This is an optimization exercise on Yosys and OpenROAD, whose aim is small area, a short achievable clock period and few clock cycles, not a production implementation.
Function was checked by simulation only, so behaviour that the tests miss may differ from the original.
No activity file was given, so power comes from the tool's default toggle rates.

===== flow/design.v =====
module ex_stage #(
    parameter int XLEN = 64,
    parameter int MD_W = 32
) (
    input  logic            clk,
    input  logic            reset,
    input  logic            Ex_valid_in,
    input  logic [1:0]      Ex_op_in,
    input  logic [2:0]      Ex_op2_in,
    input  logic [5:0]      Ex_op3_in,
    input  logic [4:0]      Ex_regD_in,
    input  logic [XLEN-1:0] Ex_rs1_in,
    input  logic [XLEN-1:0] Ex_rs2_in,
    input  logic [31:0]     Ex_valD_in,
    input  logic            mem_ready,
    output logic            ex_ready,
    output logic [XLEN-1:0] Ex_alures_out,
    output logic [4:0]      Ex_regD_out,
    output logic [1:0]      Ex_op_out,
    output logic [2:0]      Ex_op2_out,
    output logic [5:0]      Ex_op3_out,
    output logic [31:0]     Ex_valD_out,
    output logic            Ex_divzero_out
);
    localparam logic [2:0] S_ALU = 3'd0,   
                           S_FIN = 3'd1,   
                           S_MIT = 3'd2,   
                           S_DS1 = 3'd3,   
                           S_DS2 = 3'd4,   
                           S_DIT = 3'd5;   
    logic        ir_v, rdy_q;
    logic [2:0]  st, st_nx;
    logic [1:0]  ir_op;
    logic [2:0]  ir_op2;
    logic [5:0]  ir_op3;
    logic [4:0]  ir_rd;
    logic [31:0] ir_vd;
    logic [63:0] ir_a, ir_b;
    logic        s_add, s_sub, s_and, s_or, s_xor, s_sh, s_sll, s_sra, s_pb;
    logic [31:0] m_reg, q_reg;
    logic [5:0]  cnt;
    logic        sgn, dneg, dz, dqz, nxa, mfirst;
    logic [63:0] sum, shy, shres, alu_res;
    logic        res_en;
    logic        fill;
    function automatic logic [63:0] rev64(input logic [63:0] x);
        for (int i = 0; i < 64; i++) rev64[i] = x[63-i];
    endfunction
    ks_add #(64) u_alu_add (.a(ir_a), .b(ir_b), .cin(s_sub), .s(sum), .cout());
    assign fill = s_sra & ir_a[63];
    assign shy  = 64'($signed({fill, ir_a}) >>> ir_b[5:0]);
    assign shres = s_sll ? rev64(shy) : shy;
    logic g_add, g_and, g_or, g_xor, g_sh, g_pb;
    assign g_add = (s_add | s_sub) & res_en;
    assign g_and = s_and & res_en;
    assign g_or  = s_or  & res_en;
    assign g_xor = s_xor & res_en;
    assign g_sh  = s_sh  & res_en;
    assign g_pb  = s_pb  & res_en;
    assign alu_res = ({64{g_add}} & sum)
                   | ({64{g_and}} & (ir_a & ir_b))
                   | ({64{g_or}}  & (ir_a | ir_b))
                   | ({64{g_xor}} & (ir_a ^ ir_b))
                   | ({64{g_sh}}  & shres)
                   | ({64{g_pb}}  & ir_b);
    logic go, ret, acc;
    assign go       = (st == S_ALU) || (st == S_FIN);
    assign res_en   = ir_v && go;
    assign ex_ready = mem_ready && rdy_q;
    assign acc      = Ex_valid_in && ex_ready;
    assign ret      = mem_ready && ir_v && go;
    function automatic logic [5:0] clz32(input logic [31:0] x);
        logic [7:0] z4;
        logic [1:0] l4 [8];
        logic [3:0] z8;
        logic [2:0] l8 [4];
        logic [1:0] z16;
        logic [3:0] l16 [2];
        logic [4:0] l32;
        for (int i = 0; i < 8; i++) begin
            logic [3:0] nb;
            nb = x[4*i +: 4];
            z4[i] = (nb == 4'd0);
            l4[i] = nb[3] ? 2'd0 : nb[2] ? 2'd1 : nb[1] ? 2'd2 : 2'd3;
        end
        for (int i = 0; i < 4; i++) begin
            z8[i] = z4[2*i+1] & z4[2*i];
            l8[i] = z4[2*i+1] ? {1'b1, l4[2*i]} : {1'b0, l4[2*i+1]};
        end
        for (int i = 0; i < 2; i++) begin
            z16[i] = z8[2*i+1] & z8[2*i];
            l16[i] = z8[2*i+1] ? {1'b1, l8[2*i]} : {1'b0, l8[2*i+1]};
        end
        l32 = z16[1] ? {1'b1, l16[0]} : {1'b0, l16[1]};
        clz32 = (z16[1] & z16[0]) ? 6'd32 : {1'b0, l32};
    endfunction
    logic d_md, d_div, d_sgn;
    logic d_add, d_sub, d_and, d_or, d_xor, d_sh, d_sll, d_sra, d_pb;
    assign d_md  = (Ex_op_in == 2'b10) && (Ex_op3_in[5:4] == 2'b00) && Ex_op3_in[3] && Ex_op3_in[1];
    assign d_div = Ex_op3_in[2];
    assign d_sgn = Ex_op3_in[0];
    assign d_add = (Ex_op_in == 2'b01) || (Ex_op_in == 2'b10 && Ex_op3_in == 6'b000000);
    assign d_sub = (Ex_op_in == 2'b10) && (Ex_op3_in == 6'b000100);
    assign d_and = (Ex_op_in == 2'b10) && (Ex_op3_in == 6'b000001);
    assign d_or  = (Ex_op_in == 2'b10) && (Ex_op3_in == 6'b000010);
    assign d_xor = (Ex_op_in == 2'b10) && (Ex_op3_in == 6'b000011);
    assign d_sll = (Ex_op_in == 2'b10) && (Ex_op3_in == 6'b100101);
    assign d_sra = (Ex_op_in == 2'b10) && (Ex_op3_in == 6'b100111);
    assign d_sh  = d_sll || d_sra || ((Ex_op_in == 2'b10) && (Ex_op3_in == 6'b100110));
    assign d_pb  = (Ex_op_in == 2'b00) && (Ex_op2_in == 3'b100);
    function automatic logic [2:0] nchunks(input logic [31:0] v, input logic s);
        logic c4, c3, c2;
        if (s) begin
            c4 = !(&v[31:23] || ~|v[31:23]);
            c3 = !(&v[23:15] || ~|v[23:15]);
            c2 = !(&v[15:7]  || ~|v[15:7]);
        end else begin
            c4 = |v[31:24];
            c3 = |v[23:16];
            c2 = |v[15:8];
        end
        nchunks = {c4, c4 | c3, c4 | c3 | c2};
    endfunction
    function automatic logic [31:0] qalign(input logic [31:0] v, input logic [2:0] t);
        qalign = t[2] ? v : t[1] ? {v[23:0], 8'd0} : t[0] ? {v[15:0], 16'd0} : {v[7:0], 24'd0};
    endfunction
    logic [2:0] ta_in, tb_in;
    logic       swp;
    assign ta_in = nchunks(Ex_rs1_in[31:0], d_sgn);
    assign tb_in = nchunks(Ex_rs2_in[31:0], d_sgn);
    assign swp   = |(tb_in & ~ta_in);
    logic [5:0] lza_in, lzb_in, lza, lzb;
    logic       sx_in, sy_in;
    assign sx_in  = d_sgn & Ex_rs1_in[31];
    assign sy_in  = d_sgn & Ex_rs2_in[31];
    assign lza_in = clz32(Ex_rs1_in[31:0] ^ {32{sx_in}});
    assign lzb_in = clz32(Ex_rs2_in[31:0] ^ {32{sy_in}});
    logic [31:0] m_in, q_al;
    logic [2:0]  t_in;
    logic        d_mul;
    logic [63:0] a0_in;
    assign d_mul = d_md && !d_div;
    assign m_in  = swp ? Ex_rs2_in[31:0] : Ex_rs1_in[31:0];
    assign q_al  = swp ? qalign(Ex_rs1_in[31:0], ta_in) : qalign(Ex_rs2_in[31:0], tb_in);
    assign t_in  = swp ? ta_in : tb_in;
    assign a0_in = t_in[2] ? 64'hFFFF_FFFF_5555_5556 : t_in[1] ? 64'hFFFF_FFFF_5555_5600 :
                   t_in[0] ? 64'hFFFF_FFFF_5556_0000 : 64'hFFFF_FFFF_5600_0000;
    logic [32:0] m33;
    logic [63:0] s_in, c_in, s_out, c_out;
    logic [63:0] rows [4];
    logic [8:0]  cb;
    logic [7:0]  inj;
    assign m33 = {sgn & m_reg[31], m_reg};
    assign cb  = q_reg[31:23];
    always_comb begin
        inj = 8'd0;
        for (int k = 0; k < 4; k++) begin
            logic one, two, neg;
            logic [33:0] mg;
            one = cb[2*k+1] ^ cb[2*k];
            two = (cb[2*k+2] & ~cb[2*k+1] & ~cb[2*k]) | (~cb[2*k+2] & cb[2*k+1] & cb[2*k]);
            neg = cb[2*k+2];
            mg  = ({34{one}} & {m33[32], m33}) | ({34{two}} & {m33, 1'b0});
            mg  = mg ^ {34{neg}};
            mg[33] = ~mg[33];
            rows[k] = 64'(mg) << (2 * k);
            inj[2*k] = neg;
        end
        s_in = {ir_a[55:0], 8'd0};
        c_in = {ir_b[55:0], inj} | ({64{mfirst & !sgn & q_reg[31]}} & {24'd0, m_reg, 8'd0});
    end
    function automatic logic [127:0] csa(input logic [63:0] x, input logic [63:0] y,
                                         input logic [63:0] z);
        logic [63:0] s, c;
        s = x ^ y ^ z;
        c = ((x & y) | (x & z) | (y & z)) << 1;
        csa = {s, c};
    endfunction
    always_comb begin
        logic [63:0] a1, b1, a2, b2, a3, b3, a4, b4;
        {a1, b1} = csa(rows[0], rows[1], s_in);
        {a2, b2} = csa(rows[2], rows[3], c_in);
        {a3, b3} = csa(a1, b1, b2);
        {a4, b4} = csa(a3, b3, a2);
        s_out = a4;
        c_out = b4;
    end
    logic [31:0] magx, magy;
    logic [6:0]  tdiv;
    logic [5:0]  skip, skip_c;
    logic        qzero, dzero, big;
    assign magx  = sum[31:0];
    assign magy  = sum[63:32];
    ks_add #(7) u_tdiv (.a({1'b0, lza}), .b({1'b0, ~lzb}), .cin(!nxa), .s(tdiv), .cout());
    ks_add #(6) u_skip (.a(tdiv[5:0]), .b(~6'd33), .cin(1'b1), .s(skip), .cout());
    assign dzero  = (ir_b[63:32] == 32'd0) && !ir_a[32];
    assign qzero  = tdiv[6] && (tdiv[5:0] != 6'd0);
    assign big    = !tdiv[6] && (tdiv[5:0] < 6'd33);
    assign skip_c = big ? 6'd0 : skip;
    logic [32:0] rsh, df;
    logic [31:0] dvs, nrem, ndq;
    logic        ge;
    assign dvs  = ir_b[63:32];
    assign rsh  = {ir_a[63:32], ir_a[31]};
    ks_add #(33) u_dsub (.a(rsh), .b(~{1'b0, dvs}), .cin(1'b1), .s(df), .cout(ge));
    assign nrem = ge ? df[31:0] : rsh[31:0];
    assign ndq  = {ir_a[30:0], ge};
    logic last;
    assign last = (st == S_DIT) ? (cnt == 6'd31) : (cnt == 6'd0);
    always_comb begin
        st_nx = st;
        case (st)
            S_MIT: if (last) st_nx = S_FIN;
            S_DS1: st_nx = qzero ? S_FIN : S_DS2;   
            S_DS2: st_nx = (dz || dqz) ? S_FIN : S_DIT;
            S_DIT: if (last) st_nx = S_FIN;
            default: ;
        endcase
    end
    always_ff @(posedge clk or negedge reset) begin
        if (!reset) begin
            ir_v  <= 1'b0;
            rdy_q <= 1'b1;
        end else begin
            if (acc)      ir_v <= 1'b1;
            else if (ret) ir_v <= 1'b0;
            if (acc)      rdy_q <= !d_md;
            else if (ret) rdy_q <= 1'b1;
            else          rdy_q <= !ir_v || (st_nx == S_ALU) || (st_nx == S_FIN);
        end
    end
    logic [63:0] cap_a, cap_b, ir_a_nx, ir_b_nx;
    logic        e_mit, e_ds1, e_ds2, e_dit;
    assign cap_a = d_mul ? a0_in : d_md ? {31'd0, sy_in, Ex_rs1_in[31:0] ^ {32{sx_in}}} :
                   d_sll ? rev64(Ex_rs1_in) : Ex_rs1_in;
    assign cap_b = d_mul ? 64'd0 : d_md ? {Ex_rs2_in[31:0] ^ {32{sy_in}}, 32'd0} :
                   d_sub ? ~Ex_rs2_in : Ex_rs2_in;
    assign e_mit = !acc && (st == S_MIT);
    assign e_ds1 = !acc && (st == S_DS1);
    assign e_ds2 = !acc && (st == S_DS2) && !(dz || dqz);
    assign e_dit = !acc && (st == S_DIT) && !last;
    always_comb begin
        logic [63:0] base_a, base_b;
        if (acc)                                    base_a = cap_a;
        else if (st == S_DS2 || st == S_DIT)        base_a = {64{st == S_DS2 && dz}};
        else                                        base_a = ir_a;
        if (acc)                                    base_b = cap_b;
        else if (st == S_DS2 && (dz || dqz))        base_b = 64'd0;
        else if (st == S_DIT && last)               base_b = dneg ? ~{32'd0, ndq} : {32'd0, ndq};
        else                                        base_b = ir_b;
        ir_a_nx = e_mit ? s_out : e_ds1 ? rev64({32'd0, magx}) : e_ds2 ? shres :
                  e_dit ? {nrem, ndq} : base_a;
        ir_b_nx = e_mit ? c_out : e_ds1 ? {magy, 26'd0, skip_c} : base_b;
    end
    always_ff @(posedge clk) begin
        ir_a <= ir_a_nx;
        ir_b <= ir_b_nx;
    end
    always_ff @(posedge clk) begin
        if (acc) begin
            ir_op  <= Ex_op_in;
            ir_op2 <= Ex_op2_in;
            ir_op3 <= Ex_op3_in;
            ir_rd  <= Ex_regD_in;
            ir_vd  <= Ex_valD_in;
            lza    <= lza_in;
            lzb    <= lzb_in;
            nxa    <= sx_in;
            dneg   <= sx_in ^ sy_in;
            st     <= d_md ? (d_div ? S_DS1 : S_MIT) : S_ALU;
            s_add  <= d_add;
            s_sub  <= d_sub | (d_md & sx_in);
            s_and  <= d_and;
            s_or   <= d_or;
            s_xor  <= d_xor;
            s_sh   <= d_sh;
            s_sll  <= d_sll;
            s_sra  <= d_sra;
            s_pb   <= d_pb;
            m_reg  <= m_in;
            q_reg  <= q_al;
            cnt    <= {4'd0, t_in[1], t_in[2] ^ t_in[1] ^ t_in[0]};
            mfirst <= 1'b1;
            sgn    <= d_sgn;
            dz     <= 1'b0;
        end else begin
            st <= st_nx;
            case (st)
                S_MIT: begin
                    q_reg  <= {q_reg[23:0], 8'd0};
                    mfirst <= 1'b0;
                    cnt    <= cnt - 6'd1;
                    if (last) begin
                        s_add <= 1'b1;
                        s_sub <= 1'b0; s_and <= 1'b0; s_or <= 1'b0; s_xor <= 1'b0;
                        s_sh  <= 1'b0; s_pb  <= 1'b0;
                    end
                end
                S_DS1: begin
                    dz    <= dzero;
                    dqz   <= qzero;
                    cnt   <= skip_c;
                    s_add <= 1'b0; s_sub <= 1'b0; s_and <= 1'b0; s_or <= 1'b0;
                    s_xor <= 1'b0; s_pb  <= 1'b0; s_sra <= 1'b0;
                    s_sh  <= !qzero; s_sll <= !qzero;
                end
                S_DS2: begin
                    s_sh  <= 1'b0;
                    s_sll <= 1'b0;
                    if (dz || dqz) s_add <= 1'b1;
                end
                S_DIT: begin
                    cnt <= cnt + 6'd1;
                    if (last) begin
                        s_add <= !dneg;
                        s_sub <= dneg;
                    end
                end
                default: ;
            endcase
        end
    end
    always_ff @(posedge clk or negedge reset) begin
        if (!reset) begin
            Ex_alures_out  <= '0;
            Ex_regD_out    <= '0;
            Ex_op_out      <= 2'b00;
            Ex_op2_out     <= 3'b100;
            Ex_op3_out     <= '0;
            Ex_valD_out    <= '0;
            Ex_divzero_out <= 1'b0;
        end else if (mem_ready) begin
            Ex_alures_out <= alu_res;
            if (res_en) begin
                Ex_regD_out    <= ir_rd;
                Ex_op_out      <= ir_op;
                Ex_op2_out     <= ir_op2;
                Ex_op3_out     <= ir_op3;
                Ex_valD_out    <= ir_vd;
                Ex_divzero_out <= dz;
            end else begin
                Ex_regD_out    <= '0;
                Ex_op_out      <= 2'b00;
                Ex_op2_out     <= 3'b100;
                Ex_op3_out     <= '0;
                Ex_valD_out    <= '0;
                Ex_divzero_out <= 1'b0;
            end
        end
    end
endmodule
module ks_add #(
    parameter int W = 64
) (
    input  logic [W-1:0] a,
    input  logic [W-1:0] b,
    input  logic         cin,
    output logic [W-1:0] s,
    output logic         cout
);
    logic [W-1:0] g, p, gg, pp, g2, p2;
    always_comb begin
        g  = a & b;
        p  = a ^ b;
        gg = g;
        pp = p;
        gg[0] = g[0] | (p[0] & cin);
        for (int d = 1; d < W; d = d * 2) begin
            g2 = gg;
            p2 = pp;
            for (int i = d; i < W; i++) begin
                g2[i] = gg[i] | (pp[i] & gg[i-d]);
                p2[i] = pp[i] & pp[i-d];
            end
            gg = g2;
            pp = p2;
        end
        s    = p ^ {gg[W-2:0], cin};
        cout = gg[W-1];
    end
endmodule

===== flow/run.sh =====
#!/bin/bash
# synth_recipe.tcl (not shown) runs the flow's synth.tcl, then flattens the netlist and writes it again
# the make line also repeats each setting of config.mk as NAME=value (left out here)
make -C /OpenROAD-flow-scripts/flow DESIGN_CONFIG=/design/flow/config.mk WORK_HOME=/design/flow/orfs CLKGATE_MAP_FILE= SYNTH_SCRIPT=/design/flow/synth_recipe.tcl finish

===== flow/config.mk =====
export PLATFORM = sky130hd
export DESIGN_NAME = ex_stage
export DESIGN_NICKNAME = ex_stage
export VERILOG_FILES = /design/flow/design.v
export SDC_FILE = /design/flow/constraint.sdc
export NUM_CORES = 4
export LEC_CHECK = 0
export CAP_MARGIN = 20
export CORE_MARGIN = 2
export CORE_UTILIZATION = 40
export PLACE_DENSITY = 0.6
export SETUP_SLACK_MARGIN = 2.0
export SLEW_MARGIN = 20

===== flow/constraint.sdc =====
create_clock -name core_clock -period 5.7 [get_ports {clk}]
set_input_delay 1.1400 -clock core_clock [delete_from_list [all_inputs] [get_ports {clk}]]
set_output_delay 1.1400 -clock core_clock [all_outputs]
set_load 0.01 [all_outputs]

==> results.ini <==
[synthesis]
synth_edf_count=265
syn_inst=5856
synth_compound_area_share_pct=28.6
syn_nets=6360
synth_area_per_cell_sq_um=7.78
synth.mux.area_fraction_pct=7.28
yosys.area_share.simple_pct=15.6
synth_top_area_share_pct=17.5
synth-seq-area-share_pct=24.2
synth_top_family_by_area=compound AO/OA/AOI/OAI gates
yosysMostFrequentCell=nor2_1
yosysWarnings=12
yosys.area.top_type=edfxtp_1
synth_seq_cells=390
synth_xor_area_share_pct=4.52
async_flop_share_pct=29.5
synthTopCellsByCount=nor2_1 (623), nand2_1 (598), o21ai_0 (505), a21oi_1 (497), clkbuf_1 (489)
yosys-top-cells-area=edfxtp_1 (17%), dfrtp_1 (6.2%), fa_1 (5.7%)
synth_ff_type=edfxtp_1
yosysUniqueCellTypes=96
synth_fa_ha_area_share_pct=11.7
mappedNetlistArea_sq_um=45600

[placed_design]
io_buffers=293
gp_congestion=1.06
dpl.hpwl_microns=195000

[floorplanning]
ios=294
die_w_microns=342
initial_core_util_pct=40.4
die_area_sq_um=117000
die_y_microns=342
core-area_sq_um=113000
row_count=123

[clocking]
cts_buffers=54
cts_root_buffer=clkbuf_16
cts_tree=yes
clk_path_buf_depth=3
clk_latency_ns=0.72
htreeDepth=2
cts.clk_slew.worst_paths_ns=0.06
cts_num_sinks=390
cts.hold.buffers_added=0

[grt]
met1_usage_pct=56.3
use_met3_pct=11.8
grt.total_usage_pct=44.2
gr-total-overflow=0
grt_pass1_vias=46943
grt_busiest_layer=met2
antenna_found_initial=17
grt_pass1_wl_microns=367000
grtUsageMet2_pct=63.4
grt_max_degree=116

[timing]
maxSlewViolCount=0
finalSetupTns_ns=0
clock-skew-final_ns=0.0539
worstMarginPinSlew_ns=1.30
clock.fmax_ghz=0.251
fin_crit_sh_pct=69.8
rsz0062_at_grt=yes
min_period_ns=3.98
hold_viol=0
relSlewSlack_pct=13.3
setup_violations=0

[routing]
routed_via_density=6.83
drcViolationCount=0
vias=52242
dr.pass1.iters=9
ant_nets=0
wl_per_cell_microns=35.5
drtIter0Drc=8295
wirelength_microns=272000

[finish]
drive_gt1_share_pct=18.7
top_regs=Ex_alures_out (64), ir_a (64), ir_b (64)
nets=6602
area_growth_pct=25.4

[status]
status=complete, no violations

[setup_path]
worstSetupPathType=reg -> reg
end_kind=flop
cp.arrival_ns=4.41
cp_max_fo=5
required_ns=6.13
start_kind=flop

[pwr]
leakagePower_nw=22.2
p_per_area_nw_per_um2=245
peakVddDrop_uv=230
power_mw=14.0

[job]
drv_cap=0

[hold_path]
min_path_type=in -> async

-- metrics by stage --
step                hold WS, ns  cells  util, %  area [sq um]  setup slack [ns]
floorplan                 0.416   5856        -         45600              2.03
global placement          0.447   7273     44.3         50000             0.394
detailed placement        0.461   7274     44.3         50000             0.361
CTS                       0.450   7527     48.6         54800              1.86
global route              0.463   7642     50.7         57100              1.66
finish                    0.442   7649     50.7         57200              1.72
-- final timing paths --
check                               startpoint                             to  slack, ns  cells after the start
max                        q_reg[24]$_DFFE_PP_             ir_a[29]$_DFFE_PP_       1.72                     13
min                                      reset    Ex_valD_out[10]$_DFFE_PN0P_       0.44                      1
max reg2reg                q_reg[24]$_DFFE_PP_             ir_a[29]$_DFFE_PP_       1.72                     13
min reg2reg                 ir_op[0]$_DFFE_PP_       Ex_op_out[0]$_DFFE_PN0P_       0.46                      2
max in group asynchronous                reset  Ex_alures_out[10]$_DFFE_PN0P_       3.98                      2
min in group core_clock     ir_op[0]$_DFFE_PP_       Ex_op_out[0]$_DFFE_PN0P_       0.46                      2
-- power breakdown --
group	internal [mW]	total (mW)	switching, mW
logic	2.43	6.71	4.28
registers	3.29	3.53	0.246
clock network	2.18	3.78	1.60
-- placed cells by master (no fill, tap or decap), types with 52 or more instances in the layout --
| cell | netlist | layout |
|---|---|---|
| o221ai_1 | 58 | 55 |
| nand2_1 | 598 | 585 |
| xnor2_1 | 195 | 184 |
| a21oi_1 | 497 | 467 |
| o21a_1 | 53 | 52 |
| edfxtp_1 | 265 | 265 |
| o211ai_1 | 99 | 99 |
| mux2i_1 | 124 | 101 |
| nor2_1 | 623 | 608 |
| dfrtp_1 | 113 | 113 |
| o21ai_1 | 7 | 56 |
| a22oi_1 | 143 | 116 |
| nand3_1 | 150 | 145 |
| o22ai_1 | 134 | 131 |
| buf_4 | 1 | 367 |
| ha_1 | 194 | 153 |
| mux4_2 | 58 | 60 |
| o21ai_0 | 505 | 411 |
| a211oi_1 | 75 | 68 |
| clkdlybuf4s50_1 | 0 | 268 |
| nor3_1 | 66 | 60 |
| clkbuf_16 | 0 | 61 |
| inv_1 | 345 | 310 |
| fa_1 | 130 | 84 |
| a221oi_1 | 122 | 79 |
| a21o_1 | 61 | 61 |
-- per-layer routing --
| metal | wire length, microns | vias to the layer above |
|---|---|---|
| met3 | 35000 | 1097 |
| met1 | 99000 | 25027 |
| li1 | - | 21854 |
| met2 | 110000 | 4254 |
| met5 | 67 | - |
| met4 | 27600 | 10 |
-- final cells by class --
cell class | count | area, sq um
diodes | 7 | 17.5
repair buffers | 780 | 7800
inverters | 350 | 1350
well taps | 1500 | 1880
fillers | 10789 | 55600
multi-input cells | 4522 | 33200
clock buffers | 63 | 1400
flip-flops and latches | 390 | 11000
clock inverters | 37 | 492
-- logic make-up (layout without fill, tap and decap cells) --
| group | count (synthesis) | in the layout |
|---|---|---|
| fa+ha+maj | 354 | 354 |
| xor+xnor | 235 | 235 |
| other cells | 0 | 7 |
| simple gates | 1659 | 1663 |
| mux | 241 | 242 |
| compound gates | 2027 | 2028 |
| flops | 390 | 390 |
| buf+inv | 950 | 1230 |
-- worst max-delay path, stage by stage (launching register included) --
cell and delay [ns]:
edfxtp_1 0.54, buf_6 0.19, xor2_4 0.20, buf_12 0.15, and2_4 0.22, a22oi_1 0.09, o21ai_1 0.22, fa_2 0.51
fa_1 0.37, inv_1 0.08, fa_2 0.49, a221oi_4 0.35, o21ai_1 0.12, a21o_1 0.16
-- what timing repair did --
item	in CTS	in global routing
pin swaps	57	108
resized for setup	364	315
gates cloned	13	11
setup endpoints to repair	237	167
buffers inserted	140	101
Testbench counts, summed over its fixed seeds: cycles 24,332.

==> separate check: timing with driven ports <==
In the flow no input, the clock included, has a driving cell. The finished layout below was timed again as built, in two steps. Step 1, drivers: a clkbuf_16 drives clk and a buf_2 each remaining input, both assumed. Step 2 adds t to the input delays and takes it off the output delays; t is the mean of the earliest and latest rising clock arrival at the registers after step 1. Input paths then give back, and output paths get back, about the clock's delay inside the block. Slacks: no drivers / after step 1 / after step 2; pairs: no drivers / after step 1.
t (ns): 0.769
setup slack, ns: 1.720 / 1.720 / 1.105
worst setup path at the end: input to register
worst slew at a driven data input, ns: 0.08
After both steps setup and hold are still met in this run. The setup slack of this run moves by 0.000 ns with the drivers and by -0.615 ns with both steps.
